What follows belongs to an exercise in optimizing a design on an open flow for small area, a short achievable clock period and few clock cycles per item; a production flow would make more cautious choices. At most, simulation tests tie the RTL to the original design; equivalence was not proved.

==> run M <==
## yuv_to_rgb
module yuv_to_rgb (
	input logic CLOCK_50_I,
	input logic resetn,
	input logic in_valid,
	input logic [SAMPLE_W-1:0] in_y_even,
	input logic [SAMPLE_W-1:0] in_y_odd,
	input logic [SAMPLE_W-1:0] in_u,
	input logic [SAMPLE_W-1:0] in_v,
	output logic busy,
	output logic out_valid,
	output logic [WORD_W-1:0] out_word,
	output logic out_line_end
);
clock: 15.0 ns
lec_check: 0
cap_margin: 20
core_margin: 2
core_utilization: 40
slew_margin: 20
standard.sh (not shown) runs the stock make flow with config.mk's settings and CLKGATE_MAP_FILE= SYNTH_SCRIPT=/design/flow/synth_recipe.tcl, a recipe that flattens the netlist after the stock synthesis.
==> flow/flow/run.sh <==
#!/bin/bash
set -euo pipefail
bash standard.sh SETUP_SLACK_MARGIN=11 finish > make_finish.log 2>&1
==> run F (differences from run M) <==
--- a/flow/design.v
+++ b/flow/design.v
@@ -56,21 +56,21 @@
 		if (!resetn) begin
 			pair_cnt <= '0;
 			flushing <= 1'b0;
 			flush_cnt <= '0;
 			cool <= '0;
-			busy_q <= 1'b0;
 		end else begin
 			flushing <= flushing_n;
 			cool <= cool_n;
-			busy_q <= flushing_n || cool_n != 2'd0;
 			if (in_valid)
 				pair_cnt <= (pair_cnt == LINE_PAIRS - 1) ? 8'd0 : pair_cnt + 8'd1;
 			if (flush_step)
 				flush_cnt <= (flush_cnt == 2'd2) ? 2'd0 : flush_cnt + 2'd1;
 		end
 	end
+	always_ff @(posedge CLOCK_50_I)
+		busy_q <= flushing_n || cool_n != 2'd0;
 	assign busy = busy_q;
 	always_ff @(posedge CLOCK_50_I) begin
 		if (shift_en) begin
 			for (int i = 0; i < 3; i++) begin
 				u_sr[i] <= u_sr[i+1];
@@ -118,10 +118,57 @@
 		cg3[i] = cg2[2*i+1] | (cp2[2*i+1] & cg2[2*i]);
 		cp3[i] = cp2[2*i+1] & cp2[2*i];
 	end
 	carry16 = cg3[1] | (cp3[1] & cg3[0]);
 endfunction
+function automatic logic [9:0] add10(input logic [9:0] a, input logic [9:0] b, input logic cin);
+	logic [9:0] p, g, gg, pp;
+	p = a ^ b;
+	g = a & b;
+	gg = g;
+	pp = p;
+	gg[0] = g[0] | (p[0] & cin);
+	gg[1] = gg[1] | (pp[1] & gg[0]); pp[1] = pp[1] & pp[0];
+	gg[3] = gg[3] | (pp[3] & gg[2]); pp[3] = pp[3] & pp[2];
+	gg[5] = gg[5] | (pp[5] & gg[4]); pp[5] = pp[5] & pp[4];
+	gg[7] = gg[7] | (pp[7] & gg[6]); pp[7] = pp[7] & pp[6];
+	gg[9] = gg[9] | (pp[9] & gg[8]); pp[9] = pp[9] & pp[8];
+	gg[3] = gg[3] | (pp[3] & gg[1]); pp[3] = pp[3] & pp[1];
+	gg[7] = gg[7] | (pp[7] & gg[5]); pp[7] = pp[7] & pp[5];
+	gg[7] = gg[7] | (pp[7] & gg[3]); pp[7] = pp[7] & pp[3];
+	gg[5] = gg[5] | (pp[5] & gg[3]); pp[5] = pp[5] & pp[3];
+	gg[9] = gg[9] | (pp[9] & gg[7]); pp[9] = pp[9] & pp[7];
+	gg[2] = gg[2] | (pp[2] & gg[1]); pp[2] = pp[2] & pp[1];
+	gg[4] = gg[4] | (pp[4] & gg[3]); pp[4] = pp[4] & pp[3];
+	gg[6] = gg[6] | (pp[6] & gg[5]); pp[6] = pp[6] & pp[5];
+	gg[8] = gg[8] | (pp[8] & gg[7]); pp[8] = pp[8] & pp[7];
+	add10 = p ^ {gg[8:0], cin};
+endfunction
+function automatic logic [10:0] add11(input logic [10:0] a, input logic [10:0] b, input logic cin);
+	logic [10:0] p, g, gg, pp;
+	p = a ^ b;
+	g = a & b;
+	gg = g;
+	pp = p;
+	gg[0] = g[0] | (p[0] & cin);
+	gg[1] = gg[1] | (pp[1] & gg[0]); pp[1] = pp[1] & pp[0];
+	gg[3] = gg[3] | (pp[3] & gg[2]); pp[3] = pp[3] & pp[2];
+	gg[5] = gg[5] | (pp[5] & gg[4]); pp[5] = pp[5] & pp[4];
+	gg[7] = gg[7] | (pp[7] & gg[6]); pp[7] = pp[7] & pp[6];
+	gg[9] = gg[9] | (pp[9] & gg[8]); pp[9] = pp[9] & pp[8];
+	gg[3] = gg[3] | (pp[3] & gg[1]); pp[3] = pp[3] & pp[1];
+	gg[7] = gg[7] | (pp[7] & gg[5]); pp[7] = pp[7] & pp[5];
+	gg[7] = gg[7] | (pp[7] & gg[3]); pp[7] = pp[7] & pp[3];
+	gg[5] = gg[5] | (pp[5] & gg[3]); pp[5] = pp[5] & pp[3];
+	gg[9] = gg[9] | (pp[9] & gg[7]); pp[9] = pp[9] & pp[7];
+	gg[2] = gg[2] | (pp[2] & gg[1]); pp[2] = pp[2] & pp[1];
+	gg[4] = gg[4] | (pp[4] & gg[3]); pp[4] = pp[4] & pp[3];
+	gg[6] = gg[6] | (pp[6] & gg[5]); pp[6] = pp[6] & pp[5];
+	gg[8] = gg[8] | (pp[8] & gg[7]); pp[8] = pp[8] & pp[7];
+	gg[10] = gg[10] | (pp[10] & gg[9]); pp[10] = pp[10] & pp[9];
+	add11 = p ^ {gg[9:0], cin};
+endfunction
 module csc_sum (
 	input logic [7:0] y,
 	input logic [7:0] u,
 	input logic [7:0] v,
 	output logic [9:0] r_a,
@@ -807,39 +854,48 @@
 	always_ff @(posedge CLOCK_50_I or negedge resetn) begin
 		if (!resetn) begin
 			a <= '0;
 			last_q <= 1'b0;
 			end_q <= 1'b0;
-			out_valid <= 1'b0;
-			out_line_end <= 1'b0;
 		end else begin
 			a <= {launch, a[0:5]};
 			if (launch)
 				last_q <= last_launch;
 			end_q <= a[5] && last_q && !(a[0] || a[1] || a[2]);
-			out_valid <= a[4] || a[5] || a[6];
-			out_line_end <= a[6] && end_q;
 		end
 	end
+	always_ff @(posedge CLOCK_50_I) begin
+		out_valid <= a[4] || a[5] || a[6];
+		out_line_end <= a[6] && end_q;
+	end
 	logic [0:5][SAMPLE_W-1:0] taps;
 	logic [8:0] p0_q, p1_q, p2_q;
 	logic [9:0] f_a, f_b, f_a_q, f_b_q;
 	logic f_c, f_c_q;
 	logic [9:0] f_s;
 	logic [SAMPLE_W-1:0] f_odd;     
 	logic [SAMPLE_W-1:0] u_odd_q;   
 	assign taps = a[1] ? win_v_taps : win_u_taps;
+	function automatic logic [8:0] add8(input logic [7:0] x, input logic [7:0] y);
+		logic c;
+		c = 1'b0;
+		for (int i = 0; i < 8; i++) begin
+			add8[i] = x[i] ^ y[i] ^ c;
+			c = (x[i] & y[i]) | (x[i] & c) | (y[i] & c);
+		end
+		add8[8] = c;
+	endfunction
 	always_ff @(posedge CLOCK_50_I) begin
-		p0_q <= {1'b0, taps[2]} + {1'b0, taps[3]};
-		p1_q <= {1'b0, taps[1]} + {1'b0, taps[4]};
-		p2_q <= {1'b0, taps[0]} + {1'b0, taps[5]};
+		p0_q <= add8(taps[2], taps[3]);
+		p1_q <= add8(taps[1], taps[4]);
+		p2_q <= add8(taps[0], taps[5]);
 	end
 	filt_sum filt_i (
 		.p0(p0_q), .p1(p1_q), .p2(p2_q),
 		.f_a(f_a), .f_b(f_b), .f_c(f_c)
 	);
-	assign f_s = f_a_q + f_b_q + {9'd0, f_c_q};
+	assign f_s = add10(f_a_q, f_b_q, f_c_q);
 	assign f_odd = f_s[9] ? 8'h00 : (f_s[8] ? 8'hff : f_s[7:0]);
 	always_ff @(posedge CLOCK_50_I) begin
 		f_a_q <= f_a;
 		f_b_q <= f_b;
 		f_c_q <= f_c;
@@ -865,16 +921,16 @@
 		.g_a(g_a), .g_b(g_b), .g_c(g_c),
 		.b_a(b_a), .b_b(b_b), .b_c(b_c)
 	);
 	function automatic logic [SAMPLE_W-1:0] sat10(input logic [9:0] x, input logic [9:0] y, input logic c);
 		logic [9:0] s;
-		s = x + y + {9'd0, c};
+		s = add10(x, y, c);
 		sat10 = s[9] ? 8'h00 : s[8] ? 8'hff : s[7:0];
 	endfunction
 	function automatic logic [SAMPLE_W-1:0] sat11(input logic [10:0] x, input logic [10:0] y, input logic c);
 		logic [10:0] s;
-		s = x + y + {10'd0, c};
+		s = add11(x, y, c);
 		sat11 = s[10] ? 8'h00 : (s[9] || s[8]) ? 8'hff : s[7:0];
 	endfunction
 	assign r_px = sat10(r_a_q, r_b_q, r_c_q);
 	assign g_px = sat10(g_a_q, g_b_q, g_c_q);
 	assign b_px = sat11(b_a_q, b_b_q, b_c_q);
==> flow/flow/run.sh (replaced) <==
#!/bin/bash
set -euo pipefail
bash standard.sh SETUP_SLACK_MARGIN=11 "BUFFER_PORTS_ARGS=-buffer_cell sky130_fd_sc_hd__buf_1" finish > make_finish.log 2>&1
- CORE_UTILIZATION: 40 -> 60
- CTS_CLUSTER_DIAMETER: not set -> 100
- CTS_CLUSTER_SIZE: not set -> 30
- PLACE_DENSITY: not set -> 0.7
==> run G (differences from run M) <==
--- a/flow/design.v
+++ b/flow/design.v
@@ -56,21 +56,21 @@
 		if (!resetn) begin
 			pair_cnt <= '0;
 			flushing <= 1'b0;
 			flush_cnt <= '0;
 			cool <= '0;
-			busy_q <= 1'b0;
 		end else begin
 			flushing <= flushing_n;
 			cool <= cool_n;
-			busy_q <= flushing_n || cool_n != 2'd0;
 			if (in_valid)
 				pair_cnt <= (pair_cnt == LINE_PAIRS - 1) ? 8'd0 : pair_cnt + 8'd1;
 			if (flush_step)
 				flush_cnt <= (flush_cnt == 2'd2) ? 2'd0 : flush_cnt + 2'd1;
 		end
 	end
+	always_ff @(posedge CLOCK_50_I)
+		busy_q <= flushing_n || cool_n != 2'd0;
 	assign busy = busy_q;
 	always_ff @(posedge CLOCK_50_I) begin
 		if (shift_en) begin
 			for (int i = 0; i < 3; i++) begin
 				u_sr[i] <= u_sr[i+1];
@@ -807,33 +807,42 @@
 	always_ff @(posedge CLOCK_50_I or negedge resetn) begin
 		if (!resetn) begin
 			a <= '0;
 			last_q <= 1'b0;
 			end_q <= 1'b0;
-			out_valid <= 1'b0;
-			out_line_end <= 1'b0;
 		end else begin
 			a <= {launch, a[0:5]};
 			if (launch)
 				last_q <= last_launch;
 			end_q <= a[5] && last_q && !(a[0] || a[1] || a[2]);
-			out_valid <= a[4] || a[5] || a[6];
-			out_line_end <= a[6] && end_q;
 		end
 	end
+	always_ff @(posedge CLOCK_50_I) begin
+		out_valid <= a[4] || a[5] || a[6];
+		out_line_end <= a[6] && end_q;
+	end
 	logic [0:5][SAMPLE_W-1:0] taps;
 	logic [8:0] p0_q, p1_q, p2_q;
 	logic [9:0] f_a, f_b, f_a_q, f_b_q;
 	logic f_c, f_c_q;
 	logic [9:0] f_s;
 	logic [SAMPLE_W-1:0] f_odd;     
 	logic [SAMPLE_W-1:0] u_odd_q;   
 	assign taps = a[1] ? win_v_taps : win_u_taps;
+	function automatic logic [8:0] add8(input logic [7:0] x, input logic [7:0] y);
+		logic c;
+		c = 1'b0;
+		for (int i = 0; i < 8; i++) begin
+			add8[i] = x[i] ^ y[i] ^ c;
+			c = (x[i] & y[i]) | (x[i] & c) | (y[i] & c);
+		end
+		add8[8] = c;
+	endfunction
 	always_ff @(posedge CLOCK_50_I) begin
-		p0_q <= {1'b0, taps[2]} + {1'b0, taps[3]};
-		p1_q <= {1'b0, taps[1]} + {1'b0, taps[4]};
-		p2_q <= {1'b0, taps[0]} + {1'b0, taps[5]};
+		p0_q <= add8(taps[2], taps[3]);
+		p1_q <= add8(taps[1], taps[4]);
+		p2_q <= add8(taps[0], taps[5]);
 	end
 	filt_sum filt_i (
 		.p0(p0_q), .p1(p1_q), .p2(p2_q),
 		.f_a(f_a), .f_b(f_b), .f_c(f_c)
 	);
==> flow/flow/run.sh (replaced) <==
#!/bin/bash
set -euo pipefail
bash standard.sh SETUP_SLACK_MARGIN=11 "BUFFER_PORTS_ARGS=-buffer_cell sky130_fd_sc_hd__buf_1" finish > make_finish.log 2>&1
- CORE_UTILIZATION: 40 -> 60
- CTS_CLUSTER_DIAMETER: not set -> 100
- CTS_CLUSTER_SIZE: not set -> 30
- PLACE_DENSITY: not set -> 0.7
==> run C (differences from run M) <==
--- a/flow/design.v
+++ b/flow/design.v
@@ -56,21 +56,21 @@
 		if (!resetn) begin
 			pair_cnt <= '0;
 			flushing <= 1'b0;
 			flush_cnt <= '0;
 			cool <= '0;
-			busy_q <= 1'b0;
 		end else begin
 			flushing <= flushing_n;
 			cool <= cool_n;
-			busy_q <= flushing_n || cool_n != 2'd0;
 			if (in_valid)
 				pair_cnt <= (pair_cnt == LINE_PAIRS - 1) ? 8'd0 : pair_cnt + 8'd1;
 			if (flush_step)
 				flush_cnt <= (flush_cnt == 2'd2) ? 2'd0 : flush_cnt + 2'd1;
 		end
 	end
+	always_ff @(posedge CLOCK_50_I)
+		busy_q <= flushing_n || cool_n != 2'd0;
 	assign busy = busy_q;
 	always_ff @(posedge CLOCK_50_I) begin
 		if (shift_en) begin
 			for (int i = 0; i < 3; i++) begin
 				u_sr[i] <= u_sr[i+1];
@@ -807,21 +807,21 @@
 	always_ff @(posedge CLOCK_50_I or negedge resetn) begin
 		if (!resetn) begin
 			a <= '0;
 			last_q <= 1'b0;
 			end_q <= 1'b0;
-			out_valid <= 1'b0;
-			out_line_end <= 1'b0;
 		end else begin
 			a <= {launch, a[0:5]};
 			if (launch)
 				last_q <= last_launch;
 			end_q <= a[5] && last_q && !(a[0] || a[1] || a[2]);
-			out_valid <= a[4] || a[5] || a[6];
-			out_line_end <= a[6] && end_q;
 		end
 	end
+	always_ff @(posedge CLOCK_50_I) begin
+		out_valid <= a[4] || a[5] || a[6];
+		out_line_end <= a[6] && end_q;
+	end
 	logic [0:5][SAMPLE_W-1:0] taps;
 	logic [8:0] p0_q, p1_q, p2_q;
 	logic [9:0] f_a, f_b, f_a_q, f_b_q;
 	logic f_c, f_c_q;
 	logic [9:0] f_s;
- CORE_UTILIZATION: 40 -> 60
- CTS_CLUSTER_DIAMETER: not set -> 100
- CTS_CLUSTER_SIZE: not set -> 30
- PLACE_DENSITY: not set -> 0.7
==> impl_metrics.csv <==
group,metric,value,unit
status,outcome,"complete, no violations",
setup_path,r2r-end,"result_i.r_c_q",
placement,dp_hpwl,32.13,mm
timing,worst_slack,10.91,ns
drt,vias,12170,
finish,inv_count,362,
[end of results for run M]
==> impl_metrics.csv <==
group,metric,value,unit
status,outcome,"complete, no violations",
placement,dp_hpwl,30.39,mm
synthesis,synth-compound-area-share,0.06523,
timing,worst_slack,11.03,ns
[end of results for run G]
==> impl_metrics.csv <==
group,metric,value,unit
drt,vias,12280,
setup_path,r2r-end,"result_i.r_c_q",
status,outcome,"complete, no violations",
floorplanning,taps,455,
timing,worst_slack,11.03,ns
finish,inv_count,352,
placement,dp_hpwl,31.17,mm
[end of results for run C]
==> impl_metrics.csv <==
group,metric,value,unit
setup_path,r2r-end,"result_i.p2_q[7]",
status,outcome,"complete, no violations",
finish,inv_count,360,
grt,grt_use_total,0.2265,
placement,dp_hpwl,28.64,mm
drt,vias,10570,
[end of results for run F]
Testbench counts of run M, summed over its fixed seeds: cycles 15,496, items 5,120.
Testbench counts of run F, summed over its fixed seeds: cycles 15,496, items 5,120.
Testbench counts of run C, summed over its fixed seeds: cycles 15,496, items 5,120.
Only the layout flow was run in run G; the RTL was not checked for function there.

what the ideal ports hide:
The results above use ideal ports. As a check the final layouts listed here were re-extracted and re-timed, cells and wires unchanged.
Step 1 (the two cells are an assumption about what drives the block):
set clk [get_ports {CLOCK_50_I}]
set_driving_cell -lib_cell sky130_fd_sc_hd__clkbuf_16 $clk
set_driving_cell -lib_cell sky130_fd_sc_hd__buf_2 [delete_from_list [all_inputs] $clk]
Step 2 moves the port delays by t, midway between the first and last clock arrival at a register: inputs arrive t later, outputs are due t later. That takes back most of the time a late clock gives input paths.
Slacks: ideal / step 1 / step 2; pairs: ideal / step 1.
| run | t, ns | setup WS [ns] | worst setup path after step 2 |
|---|---|---|---|
| run M | 0.597 | 10.912 / 10.857 / 10.793 | input to register |
| run F | 0.570 | 11.033 / 10.984 / 10.605 | input to register |
| run G | 0.566 | 11.032 / 10.979 / 10.604 | input to register |
| run C | 0.578 | 11.027 / 10.972 / 10.582 | input to register |
After both steps every run listed still meets setup and hold. The setup slack of run C, which loses most, moves by -0.055 ns with the drivers and by -0.445 ns with both steps.
